From an optimization exercise on the open Yosys and OpenROAD flow, aimed at small area, a short achievable clock period and few clock cycles per item; shortcuts taken in it are not production practice.
Where RTL was checked, it was by simulation tests only, not by an equivalence proof against the original.

==> inputs of run a <==
## matrixTpu
module matrixTpu (
    input  logic         clk,
    input  logic         rst,
    input  logic [13:0]  wrReq,     
    input  logic         start,
    output logic         busy,
    output logic [70:0]  result,    
    output logic         done
);
    logic       wrEn, wrSel;
    logic [3:0] wrAddr;
    logic [7:0] wrData;
    assign wrData = wrReq[7:0];
    assign wrAddr = wrReq[11:8];
    assign wrSel  = wrReq[12];
    assign wrEn   = wrReq[13];
    logic bsy;
    logic wAcc, aAcc, startAcc;
    assign wAcc     = wrEn && !bsy && !wrSel;
    assign aAcc     = wrEn && !bsy &&  wrSel;
    assign startAcc = start && !bsy;
    logic [7:0] wMem [0:15];
    logic [6:0] aMem [0:15];
    always_ff @(posedge clk) begin
        if (wAcc) wMem[wrAddr] <= wrData;
        if (aAcc) aMem[wrAddr] <= wrData[6:0];
    end
    localparam logic [1:0] HOut = 2'd0, HA = 2'd1, HB = 2'd2, HWork = 2'd3;
    logic [3:0] hv;                 
    logic [1:0] hr [0:3];           
    logic [3:0] pend;               
    logic       bldG;               
    logic [1:0] curR, nxtK;
    logic [3:0] em;                 
    logic [1:0] phase;              
    logic       emit, load, last;
    logic [1:0] src, emitRow;
    logic        r0v;
    logic [1:0]  r0r, r0k;
    logic [3:0]  r0one, r0two;      
    logic [2:0]  r0neg;
    logic [31:0] r0w;
    logic        p1v;
    logic [1:0]  p1r, p1k;
    logic        p1fresh;           
    logic [63:0] p1s, p1c;
    logic        cmpl;              
    assign cmpl = p1v && p1k == 2'd3 && pend[p1r];
    logic       copy;
    logic [1:0] copyTo;
    assign copyTo = !hv[HOut] ? HOut : !hv[HA] ? HA : HB;
    assign copy   = hv[HWork] && !(hv[HOut] && hv[HA] && hv[HB]) && !bsy && !startAcc;
    always_comb begin
        emit    = 1'b0;
        load    = 1'b0;
        src     = HWork;
  ...
clock: 5.5 ns
lec_check: 0
abc_clock_period_in_ps: 2200
cap_margin: 20
core_margin: 2
core_utilization: 40
cts_cluster_diameter: 100
cts_cluster_size: 30
setup_slack_margin: 3.2
slew_margin: 20
run.sh (not shown) runs the stock make flow with config.mk's settings and CLKGATE_MAP_FILE= SYNTH_SCRIPT=/design/flow/synth_recipe.tcl, a recipe that flattens the netlist after the stock synthesis.
==> run b: changes against run a <==
--- a/flow/design.v
+++ b/flow/design.v
@@ -184,16 +184,15 @@
                 default: src = HWork;
             endcase
             emit    = hv[src];
             load    = hv[src];
             emitRow = hr[src];
         end
     end
-    logic [1:0] nEm;                
-    assign last = nEm == 2'd3;
+    assign last = (em | (4'd1 << emitRow)) == 4'hf;
     logic [1:0] rk;                 
     logic       repOk, repNeed, injRep;
     logic [1:0] repRow, repRowD;
     logic [6:0] repA;
     always_comb begin
         repNeed = 1'b0;
         repRow  = '0;
@@ -329,70 +328,67 @@
         always_ff @(posedge clk) begin
             p1s[c*16 +: 16] <= s;
             p1c[c*16 +: 16] <= cy;
         end
     end
     localparam logic [16:0] FreshBase = 17'd44032;
     logic [67:0] ws;                
-    logic [19:0] wc;                
+    logic [15:0] wc;                
     logic [67:0] wsNew;
-    logic [19:0] wcNew;
+    logic [15:0] wcNew;
     for (genvar c = 0; c < 4; c++) begin : gAcc
         logic [16:0] bs, ps, pc, x, y;
-        logic [5:1]  bc;
+        logic [4:1]  bc;
         assign bs = p1fresh ? FreshBase : ws[c*17 +: 17];
-        assign bc = p1fresh ? 5'd0      : wc[c*5 +: 5];
+        assign bc = p1fresh ? 4'd0      : wc[c*4 +: 4];
         assign ps = {1'b0, p1s[c*16 +: 16]};
         assign pc = {1'b0, p1c[c*16 +: 16]};
         assign x = bs ^ ps ^ pc;
         assign y = {(bs[15:0] & ps[15:0]) | (bs[15:0] & pc[15:0]) | (ps[15:0] & pc[15:0]), 1'b0};
-        assign {wcNew[c*5 + 0], wsNew[c*17 +  0 +: 3]} = {1'b0, x[2:0]}   + {1'b0, y[2:0]};
-        assign {wcNew[c*5 + 1], wsNew[c*17 +  3 +: 3]} = {1'b0, x[5:3]}   + {1'b0, y[5:3]}   + {3'd0, bc[1]};
-        assign {wcNew[c*5 + 2], wsNew[c*17 +  6 +: 3]} = {1'b0, x[8:6]}   + {1'b0, y[8:6]}   + {3'd0, bc[2]};
-        assign {wcNew[c*5 + 3], wsNew[c*17 +  9 +: 3]} = {1'b0, x[11:9]}  + {1'b0, y[11:9]}  + {3'd0, bc[3]};
-        assign {wcNew[c*5 + 4], wsNew[c*17 + 12 +: 3]} = {1'b0, x[14:12]} + {1'b0, y[14:12]} + {3'd0, bc[4]};
-        assign wsNew[c*17 + 15 +: 2] = x[16:15] + y[16:15] + {1'b0, bc[5]};
+        assign {wcNew[c*4 + 0], wsNew[c*17 +  0 +: 4]} = {1'b0, x[3:0]}   + {1'b0, y[3:0]};
+        assign {wcNew[c*4 + 1], wsNew[c*17 +  4 +: 4]} = {1'b0, x[7:4]}   + {1'b0, y[7:4]}   + {4'd0, bc[1]};
+        assign {wcNew[c*4 + 2], wsNew[c*17 +  8 +: 4]} = {1'b0, x[11:8]}  + {1'b0, y[11:8]}  + {4'd0, bc[2]};
+        assign {wcNew[c*4 + 3], wsNew[c*17 + 12 +: 4]} = {1'b0, x[15:12]} + {1'b0, y[15:12]} + {4'd0, bc[3]};
+        assign wsNew[c*17 + 16] = x[16] ^ y[16] ^ bc[4];
     end
     always_ff @(posedge clk) begin
         if (p1v) begin
             ws <= wsNew;
             wc <= wcNew;
         end
     end
     logic [63:0] fin;
     logic [63:0] slotA, slotB;
     for (genvar c = 0; c < 4; c++) begin : gFin
         logic [16:0] sum;
-        assign sum = ws[c*17 +: 17] + {1'b0, wc[c*5 + 4], 2'd0, wc[c*5 + 3], 2'd0,
-                                       wc[c*5 + 2], 2'd0, wc[c*5 + 1], 2'd0, wc[c*5 + 0], 3'd0};
+        assign sum = ws[c*17 +: 17] + {wc[c*4 + 3], 3'd0, wc[c*4 + 2], 3'd0,
+                                       wc[c*4 + 1], 3'd0, wc[c*4 + 0], 4'd0};
         assign fin[c*16 +: 16] = sum[16] ? 16'd0 : sum[15:0];    
     end
     always_ff @(posedge clk) begin
         if (copy && copyTo == HA) slotA <= fin;
         if (copy && copyTo == HB) slotB <= fin;
     end
     logic        outValid, doneR;
     logic [1:0]  outRow;
     logic [63:0] outData;
     always_ff @(posedge clk or posedge rst) begin
         if (rst) begin
             bsy      <= 1'b0;
             em       <= '0;
-            nEm      <= '0;
             phase    <= '0;
             outValid <= 1'b0;
             outRow   <= '0;
             doneR    <= 1'b0;
         end else begin
             outValid <= emit;
             doneR    <= emit && last;
             if (emit) begin
                 outRow      <= emitRow;
                 em[emitRow] <= 1'b1;
-                nEm         <= nEm + 2'd1;
             end
             if (bsy && phase != 2'd3) phase <= phase + 2'd1;
             if (startAcc) begin
                 bsy   <= 1'b1;
                 phase <= 2'd1;
             end
             if (emit && last) begin
Settings changed: ABC_AREA set to 1, SETUP_SLACK_MARGIN 3.2 to 3.3.
==> run c: changes against run a <==
--- a/flow/design.v
+++ b/flow/design.v
@@ -200,25 +200,24 @@
         for (int r = 3; r >= 0; r--) begin
             if (!em[r]) begin
                 repNeed = 1'b1;
                 repRow  = r[1:0];
             end
         end
     end
+    logic       injRepD;
     assign injRep = bsy && phase == 2'd3 && !hv[HWork] && !(|pend) && repNeed
-                    && repOk && repRow == repRowD;
+                    && repOk && repRow == repRowD && !injRepD;
     logic       inj;
     logic [1:0] injRow, injK;
     assign inj    = aAcc || injRep;
     assign injRow = bsy ? repRow : wrAddr[3:2];
     assign injK   = bsy ? rk     : wrAddr[1:0];
-    logic [1:0] rkN;
-    assign rkN = injRep ? rk + 2'd1 : rk;
     always_ff @(posedge clk) begin
-        repA <= aMem[{repRow, rkN}];
+        repA <= aMem[{repRow, rk}];
     end
     logic [1:0] hrNext [0:3];
     always_comb begin
         for (int h = 0; h < 4; h++) hrNext[h] = hr[h];
         if (copy) hrNext[copyTo] = hr[HWork];
         if (load) hrNext[HOut] = hr[src];
         if (cmpl) hrNext[HWork] = p1r;
@@ -236,19 +235,21 @@
             curR    <= '0;
             nxtK    <= '0;
             r0v     <= 1'b0;
             p1v     <= 1'b0;
             rk      <= '0;
             repOk   <= 1'b0;
             repRowD <= '0;
+            injRepD <= 1'b0;
         end else begin
             r0v     <= inj;
             p1v     <= r0v;
             repOk   <= bsy;
             repRowD <= repRow;
+            injRepD <= injRep;
             if (injRep) rk <= rk + 2'd1;
             if (p1v) hv[HWork] <= 1'b0;
             if (copy) begin
                 hv[copyTo] <= 1'b1;
                 hv[HWork]  <= 1'b0;
             end
             if (load) begin
@@ -329,45 +330,44 @@
         always_ff @(posedge clk) begin
             p1s[c*16 +: 16] <= s;
             p1c[c*16 +: 16] <= cy;
         end
     end
     localparam logic [16:0] FreshBase = 17'd44032;
     logic [67:0] ws;                
-    logic [19:0] wc;                
+    logic [15:0] wc;                
     logic [67:0] wsNew;
-    logic [19:0] wcNew;
+    logic [15:0] wcNew;
     for (genvar c = 0; c < 4; c++) begin : gAcc
         logic [16:0] bs, ps, pc, x, y;
-        logic [5:1]  bc;
+        logic [4:1]  bc;
         assign bs = p1fresh ? FreshBase : ws[c*17 +: 17];
-        assign bc = p1fresh ? 5'd0      : wc[c*5 +: 5];
+        assign bc = p1fresh ? 4'd0      : wc[c*4 +: 4];
         assign ps = {1'b0, p1s[c*16 +: 16]};
         assign pc = {1'b0, p1c[c*16 +: 16]};
         assign x = bs ^ ps ^ pc;
         assign y = {(bs[15:0] & ps[15:0]) | (bs[15:0] & pc[15:0]) | (ps[15:0] & pc[15:0]), 1'b0};
-        assign {wcNew[c*5 + 0], wsNew[c*17 +  0 +: 3]} = {1'b0, x[2:0]}   + {1'b0, y[2:0]};
-        assign {wcNew[c*5 + 1], wsNew[c*17 +  3 +: 3]} = {1'b0, x[5:3]}   + {1'b0, y[5:3]}   + {3'd0, bc[1]};
-        assign {wcNew[c*5 + 2], wsNew[c*17 +  6 +: 3]} = {1'b0, x[8:6]}   + {1'b0, y[8:6]}   + {3'd0, bc[2]};
-        assign {wcNew[c*5 + 3], wsNew[c*17 +  9 +: 3]} = {1'b0, x[11:9]}  + {1'b0, y[11:9]}  + {3'd0, bc[3]};
-        assign {wcNew[c*5 + 4], wsNew[c*17 + 12 +: 3]} = {1'b0, x[14:12]} + {1'b0, y[14:12]} + {3'd0, bc[4]};
-        assign wsNew[c*17 + 15 +: 2] = x[16:15] + y[16:15] + {1'b0, bc[5]};
+        assign {wcNew[c*4 + 0], wsNew[c*17 +  0 +: 4]} = {1'b0, x[3:0]}   + {1'b0, y[3:0]};
+        assign {wcNew[c*4 + 1], wsNew[c*17 +  4 +: 4]} = {1'b0, x[7:4]}   + {1'b0, y[7:4]}   + {4'd0, bc[1]};
+        assign {wcNew[c*4 + 2], wsNew[c*17 +  8 +: 4]} = {1'b0, x[11:8]}  + {1'b0, y[11:8]}  + {4'd0, bc[2]};
+        assign {wcNew[c*4 + 3], wsNew[c*17 + 12 +: 4]} = {1'b0, x[15:12]} + {1'b0, y[15:12]} + {4'd0, bc[3]};
+        assign wsNew[c*17 + 16] = x[16] ^ y[16] ^ bc[4];
     end
     always_ff @(posedge clk) begin
         if (p1v) begin
             ws <= wsNew;
             wc <= wcNew;
         end
     end
     logic [63:0] fin;
     logic [63:0] slotA, slotB;
     for (genvar c = 0; c < 4; c++) begin : gFin
         logic [16:0] sum;
-        assign sum = ws[c*17 +: 17] + {1'b0, wc[c*5 + 4], 2'd0, wc[c*5 + 3], 2'd0,
-                                       wc[c*5 + 2], 2'd0, wc[c*5 + 1], 2'd0, wc[c*5 + 0], 3'd0};
+        assign sum = ws[c*17 +: 17] + {wc[c*4 + 3], 3'd0, wc[c*4 + 2], 3'd0,
+                                       wc[c*4 + 1], 3'd0, wc[c*4 + 0], 4'd0};
         assign fin[c*16 +: 16] = sum[16] ? 16'd0 : sum[15:0];    
     end
     always_ff @(posedge clk) begin
         if (copy && copyTo == HA) slotA <= fin;
         if (copy && copyTo == HB) slotB <= fin;
     end
     logic        outValid, doneR;
Settings changed: ABC_AREA set to 1, CORE_UTILIZATION 40 to 50.
==> run d: changes against run a <==
--- a/flow/design.v
+++ b/flow/design.v
@@ -184,16 +184,15 @@
                 default: src = HWork;
             endcase
             emit    = hv[src];
             load    = hv[src];
             emitRow = hr[src];
         end
     end
-    logic [1:0] nEm;                
-    assign last = nEm == 2'd3;
+    assign last = (em | (4'd1 << emitRow)) == 4'hf;
     logic [1:0] rk;                 
     logic       repOk, repNeed, injRep;
     logic [1:0] repRow, repRowD;
     logic [6:0] repA;
     always_comb begin
         repNeed = 1'b0;
         repRow  = '0;
@@ -329,70 +328,67 @@
         always_ff @(posedge clk) begin
             p1s[c*16 +: 16] <= s;
             p1c[c*16 +: 16] <= cy;
         end
     end
     localparam logic [16:0] FreshBase = 17'd44032;
     logic [67:0] ws;                
-    logic [19:0] wc;                
+    logic [15:0] wc;                
     logic [67:0] wsNew;
-    logic [19:0] wcNew;
+    logic [15:0] wcNew;
     for (genvar c = 0; c < 4; c++) begin : gAcc
         logic [16:0] bs, ps, pc, x, y;
-        logic [5:1]  bc;
+        logic [4:1]  bc;
         assign bs = p1fresh ? FreshBase : ws[c*17 +: 17];
-        assign bc = p1fresh ? 5'd0      : wc[c*5 +: 5];
+        assign bc = p1fresh ? 4'd0      : wc[c*4 +: 4];
         assign ps = {1'b0, p1s[c*16 +: 16]};
         assign pc = {1'b0, p1c[c*16 +: 16]};
         assign x = bs ^ ps ^ pc;
         assign y = {(bs[15:0] & ps[15:0]) | (bs[15:0] & pc[15:0]) | (ps[15:0] & pc[15:0]), 1'b0};
-        assign {wcNew[c*5 + 0], wsNew[c*17 +  0 +: 3]} = {1'b0, x[2:0]}   + {1'b0, y[2:0]};
-        assign {wcNew[c*5 + 1], wsNew[c*17 +  3 +: 3]} = {1'b0, x[5:3]}   + {1'b0, y[5:3]}   + {3'd0, bc[1]};
-        assign {wcNew[c*5 + 2], wsNew[c*17 +  6 +: 3]} = {1'b0, x[8:6]}   + {1'b0, y[8:6]}   + {3'd0, bc[2]};
-        assign {wcNew[c*5 + 3], wsNew[c*17 +  9 +: 3]} = {1'b0, x[11:9]}  + {1'b0, y[11:9]}  + {3'd0, bc[3]};
-        assign {wcNew[c*5 + 4], wsNew[c*17 + 12 +: 3]} = {1'b0, x[14:12]} + {1'b0, y[14:12]} + {3'd0, bc[4]};
-        assign wsNew[c*17 + 15 +: 2] = x[16:15] + y[16:15] + {1'b0, bc[5]};
+        assign {wcNew[c*4 + 0], wsNew[c*17 +  0 +: 4]} = {1'b0, x[3:0]}   + {1'b0, y[3:0]};
+        assign {wcNew[c*4 + 1], wsNew[c*17 +  4 +: 4]} = {1'b0, x[7:4]}   + {1'b0, y[7:4]}   + {4'd0, bc[1]};
+        assign {wcNew[c*4 + 2], wsNew[c*17 +  8 +: 4]} = {1'b0, x[11:8]}  + {1'b0, y[11:8]}  + {4'd0, bc[2]};
+        assign {wcNew[c*4 + 3], wsNew[c*17 + 12 +: 4]} = {1'b0, x[15:12]} + {1'b0, y[15:12]} + {4'd0, bc[3]};
+        assign wsNew[c*17 + 16] = x[16] ^ y[16] ^ bc[4];
     end
     always_ff @(posedge clk) begin
         if (p1v) begin
             ws <= wsNew;
             wc <= wcNew;
         end
     end
     logic [63:0] fin;
     logic [63:0] slotA, slotB;
     for (genvar c = 0; c < 4; c++) begin : gFin
         logic [16:0] sum;
-        assign sum = ws[c*17 +: 17] + {1'b0, wc[c*5 + 4], 2'd0, wc[c*5 + 3], 2'd0,
-                                       wc[c*5 + 2], 2'd0, wc[c*5 + 1], 2'd0, wc[c*5 + 0], 3'd0};
+        assign sum = ws[c*17 +: 17] + {wc[c*4 + 3], 3'd0, wc[c*4 + 2], 3'd0,
+                                       wc[c*4 + 1], 3'd0, wc[c*4 + 0], 4'd0};
         assign fin[c*16 +: 16] = sum[16] ? 16'd0 : sum[15:0];    
     end
     always_ff @(posedge clk) begin
         if (copy && copyTo == HA) slotA <= fin;
         if (copy && copyTo == HB) slotB <= fin;
     end
     logic        outValid, doneR;
     logic [1:0]  outRow;
     logic [63:0] outData;
     always_ff @(posedge clk or posedge rst) begin
         if (rst) begin
             bsy      <= 1'b0;
             em       <= '0;
-            nEm      <= '0;
             phase    <= '0;
             outValid <= 1'b0;
             outRow   <= '0;
             doneR    <= 1'b0;
         end else begin
             outValid <= emit;
             doneR    <= emit && last;
             if (emit) begin
                 outRow      <= emitRow;
                 em[emitRow] <= 1'b1;
-                nEm         <= nEm + 2'd1;
             end
             if (bsy && phase != 2'd3) phase <= phase + 2'd1;
             if (startAcc) begin
                 bsy   <= 1'b1;
                 phase <= 2'd1;
             end
             if (emit && last) begin
==> comparison table <==
metric	run d	run a	run b	run c
HP Start	r0r[0]	r0r[1]	r0v	r0r[0]
Multi-input comb cells	1,703	1,819	1,930	2,066
Count leader, synth	sky130_fd_sc_hd__edfxtp_1	sky130_fd_sc_hd__edfxtp_1	sky130_fd_sc_hd__inv_1	sky130_fd_sc_hd__nand2_1
Critical setup path kind	reg2reg	reg2reg	reg2out	reg2reg
Compound-cell area share of the yosys netlist	9.670%	10.91%	7.128%	7.293%
Routing usage on met2	31.87%	33.22%	31.57%	36.85%
Detailed-route via count	22.35k	24.09k	24.27k	23.52k
Startpoint of the lowest-slack register-to-register path	p1fresh	repRowD[0]	bsy	p1fresh
CTS Sinks	720	726	720	723
Area of the die	0.08959 sq mm	0.09310 sq mm	0.09011 sq mm	0.07248 sq mm
Post-synth EDFFs	524	528	524	524
Die X-Extent	299.3 um	305.1 um	300.2 um	269.2 um
Worst Clk Skew	0.04503 ns	0.06503 ns	0.04973 ns	0.02945 ns
Outcome	no timing/DRC/antenna violations	no timing/DRC/antenna violations	no timing/DRC/antenna violations	no timing/DRC/antenna violations
Worst hold-check slack	0.3380 ns	0.3381 ns	0.3432 ns	0.3398 ns
Testbench counts of run c, summed over its fixed seeds: cycles 2,944, jobs 128.
No functional check of the RTL was part of run a, run b and run d.

## separate check: timing with driven ports
The results above use ideal ports. As a check the final layouts listed here were re-extracted and re-timed, cells and wires unchanged. Step 1 assumes that a clkbuf_16 drives the clock port and a buf_2 every other input. Step 2 adds t to the input delays and takes it off the output delays; t is the mean of the earliest and latest rising clock arrival at the registers after step 1. Input paths then give back, and output paths get back, about the clock's delay inside the block. Three values: no drivers, after step 1, after step 2; two values: the first two.
run | t, ns | setup slack, ns | hold WS [ns] | worst data-port slew with drivers (ns) | cell pins on the clock port's net
run a | 0.707 | 2.943 / 2.943 / 2.500 | 0.338 / 0.338 / 0.338 | 0.08 | 1
run b | 0.704 | 3.072 / 3.004 / 2.585 | 0.343 / 0.343 / 0.343 | 0.08 | 1
run c | 0.688 | 3.141 / 3.133 / 2.671 | 0.340 / 0.340 / 0.340 | 0.06 | 1
run d | 0.709 | 2.914 / 2.914 / 2.508 | 0.338 / 0.338 / 0.338 | 0.06 | 1
After both steps every run listed still meets setup and hold. For run b, which loses most, drivers alone change the setup slack by -0.068 ns; drivers and shift together by -0.487 ns.
